Context: an optimization exercise on an open-source flow, tuned for small area, a short achievable clock period and few clock cycles per item. The choices shown serve that exercise and are no tape-out recipe. At most, simulation tests tie the RTL to the original design; equivalence was not proved. Power and IR drop assume default switching activity.

Setup of rev 12:
==> flow/design.v <==
package if_fetch_pkg;
    localparam int unsigned INST_ADDR_W = 32;
    localparam int unsigned INST_W      = 32;
    typedef logic [INST_ADDR_W-1:0] inst_addr_bus_t;
    typedef logic [INST_W-1:0]      inst_bus_t;
    localparam inst_addr_bus_t RESET_PC_DEFAULT = 32'h0000_0000;
endpackage
module if_fetch
#(
    parameter if_fetch_pkg::inst_addr_bus_t RESET_PC = if_fetch_pkg::RESET_PC_DEFAULT
) (
    input  logic           clk,
    input  logic           rst,
    input  logic           stall_in,
    input  logic           branch_flag_in,
    input  if_fetch_pkg::inst_addr_bus_t branch_target_in,
    input  logic           mem_busy_in,
    input  logic           get_inst_in,
    input  if_fetch_pkg::inst_addr_bus_t inst_pc_in,
    input  if_fetch_pkg::inst_bus_t      inst_in,
    output logic           if_req_out,
    output if_fetch_pkg::inst_addr_bus_t addr_if_out,
    output if_fetch_pkg::inst_addr_bus_t pc_out,
    output if_fetch_pkg::inst_bus_t      inst_out,
    output logic           inst_valid_out,
    output logic           if_stall_req_out
);
    logic [31:2] fetch_q;      
    logic [31:2] pc_q;         
    logic [31:0] inst_q;       
    logic        valid_q;
    logic        discard_q;    
    logic        req_q;
    logic        ours_busy_c;  
    logic        hold_c;       
    logic        take_c;       
    assign ours_busy_c = mem_busy_in && !get_inst_in && (inst_pc_in[1:0] == 2'b00);
    assign hold_c      = valid_q && stall_in && !branch_flag_in;
    assign take_c      = get_inst_in && !discard_q && !branch_flag_in && !(valid_q && stall_in);
    always_ff @(posedge clk or posedge rst) begin
        if (rst) begin
            fetch_q   <= RESET_PC[31:2];
            valid_q   <= 1'b0;
            discard_q <= 1'b0;
            req_q     <= 1'b0;
        end else begin
            req_q <= 1'b1;
            if (branch_flag_in) begin
                fetch_q   <= branch_target_in[31:2];
                discard_q <= ours_busy_c;
                valid_q   <= 1'b0;
            end else begin
                if (take_c) fetch_q <= fetch_q + 30'd1;
                if (get_inst_in) discard_q <= 1'b0;
                valid_q <= hold_c || take_c;
            end
        end
    end
    always_ff @(posedge clk) begin
        if (!hold_c) begin
            pc_q   <= fetch_q;
            inst_q <= inst_in;
        end
    end
    assign if_req_out       = req_q;
    assign if_stall_req_out = req_q;
    assign addr_if_out      = {fetch_q, 2'b00};
    assign pc_out           = {pc_q, 2'b00};
    assign inst_out         = inst_q;
    assign inst_valid_out   = valid_q;
endmodule
Settings: LEC_CHECK=0, CAP_MARGIN=20, CORE_MARGIN=2, CORE_UTILIZATION=40, SETUP_SLACK_MARGIN=5, SLEW_MARGIN=20; clock period 7.0 ns.
standard.sh (not shown) runs the stock make flow with config.mk's settings and CLKGATE_MAP_FILE= SYNTH_SCRIPT=/design/flow/synth_recipe.tcl, a recipe that flattens the netlist after the stock synthesis.
==> flow/flow/run.sh <==
#!/bin/bash
set -euo pipefail
bash standard.sh \
  BUFFER_PORTS_ARGS="-buffer_cell sky130_fd_sc_hd__buf_1" \
  finish > standard_flow.log 2>&1
Rev 12 closes out successfully: all stages finished, all timing, DRC and antenna checks passed.
Testbench counts of rev 12, summed over its fixed seeds: cycles 202,670, insts 34,194.
#### Input delta (rev 13 over rev 12)
diff --git a/flow/design.v b/flow/design.v
--- a/flow/design.v
+++ b/flow/design.v
@@ -26,13 +26,15 @@
     output logic           if_stall_req_out
 );
-    logic [31:2] fetch_q;      
     logic [31:2] pc_q;         
+    logic        next_q;       
     logic [31:0] inst_q;       
     logic        valid_q;
     logic        discard_q;    
     logic        req_q;
+    logic [31:2] fetch_c;      
     logic        ours_busy_c;  
     logic        hold_c;       
     logic        take_c;       
+    assign fetch_c     = pc_q + {29'd0, next_q};
     assign ours_busy_c = mem_busy_in && !get_inst_in && (inst_pc_in[1:0] == 2'b00);
     assign hold_c      = valid_q && stall_in && !branch_flag_in;
@@ -40,5 +42,6 @@
     always_ff @(posedge clk or posedge rst) begin
         if (rst) begin
-            fetch_q   <= RESET_PC[31:2];
+            pc_q      <= RESET_PC[31:2];
+            next_q    <= 1'b0;
             valid_q   <= 1'b0;
             discard_q <= 1'b0;
@@ -47,9 +50,13 @@
             req_q <= 1'b1;
             if (branch_flag_in) begin
-                fetch_q   <= branch_target_in[31:2];
+                pc_q      <= branch_target_in[31:2];
+                next_q    <= 1'b0;
                 discard_q <= ours_busy_c;
                 valid_q   <= 1'b0;
             end else begin
-                if (take_c) fetch_q <= fetch_q + 30'd1;
+                if (take_c) begin
+                    pc_q   <= fetch_c;
+                    next_q <= 1'b1;
+                end
                 if (get_inst_in) discard_q <= 1'b0;
                 valid_q <= hold_c || take_c;
@@ -58,12 +65,9 @@
     end
     always_ff @(posedge clk) begin
-        if (!hold_c) begin
-            pc_q   <= fetch_q;
-            inst_q <= inst_in;
-        end
+        if (!hold_c) inst_q <= inst_in;
     end
     assign if_req_out       = req_q;
     assign if_stall_req_out = req_q;
-    assign addr_if_out      = {fetch_q, 2'b00};
+    assign addr_if_out      = {fetch_c, 2'b00};
     assign pc_out           = {pc_q, 2'b00};
     assign inst_out         = inst_q;
==> results.txt <==
Clock share of power, rev 13 and rev 12, higher one = rev 13. The count of mapped cells out of synthesis in rev 13 was higher than what rev 12 gave. Rev 13 gives less flip-flop and latch count after synthesis than rev 12 did. Compared with rev 12, rev 13 shows a clock period minus worst slack that is 1.10 ns higher. Worst setup slack after layout (rev 13 over rev 12): decrease, 1.10 ns. Kind of critical path = in -> reg: rev 12; kind of critical path = reg -> out: rev 13. The area fraction in and, or, nand and nor cells after synthesis reported for rev 13 is greater than that of rev 12 by 4.1 points. In the reports for rev 13 and rev 12, the larger fraction of area in registers belongs to rev 12. Rev 13 has weighted congestion at the end of routability-driven global placement below what rev 12 had. Against rev 12, rev 13 reports a maximum clock frequency that is lower.
Only the layout flow was run in rev 13; the RTL was not checked for function there.

-- afterwards: timing with drivers on the ports --
The flow's constraints put no driver on any port. The routed layouts listed below were extracted and timed again, unchanged, in two steps.
Step 1 sets driving cells, clkbuf_16 on the clock port and buf_2 on the other inputs (assumed; they add their load-dependent delay and slew).
Step 2 adds t to the input delays and takes it off the output delays; t is the mean of the earliest and latest rising clock arrival at the registers after step 1. Input paths then give back, and output paths get back, about the clock's delay inside the block.
a / b / c = ideal ports / drivers / drivers and shift; a / b = the first two.
run	t (ns)	setup slack, ns	worst setup path after step 2	worst slew at a driven data input, ns	pins driven straight from the clock port
rev 12	0.385	4.574 / 4.569 / 4.184	input to register	0.05	1
rev 13	0.385	3.476 / 3.441 / 3.825	register to output	0.14	1
After both steps setup and hold are still met in every run listed. For rev 12, which loses most, drivers alone change the setup slack by -0.005 ns; drivers and shift together by -0.390 ns.
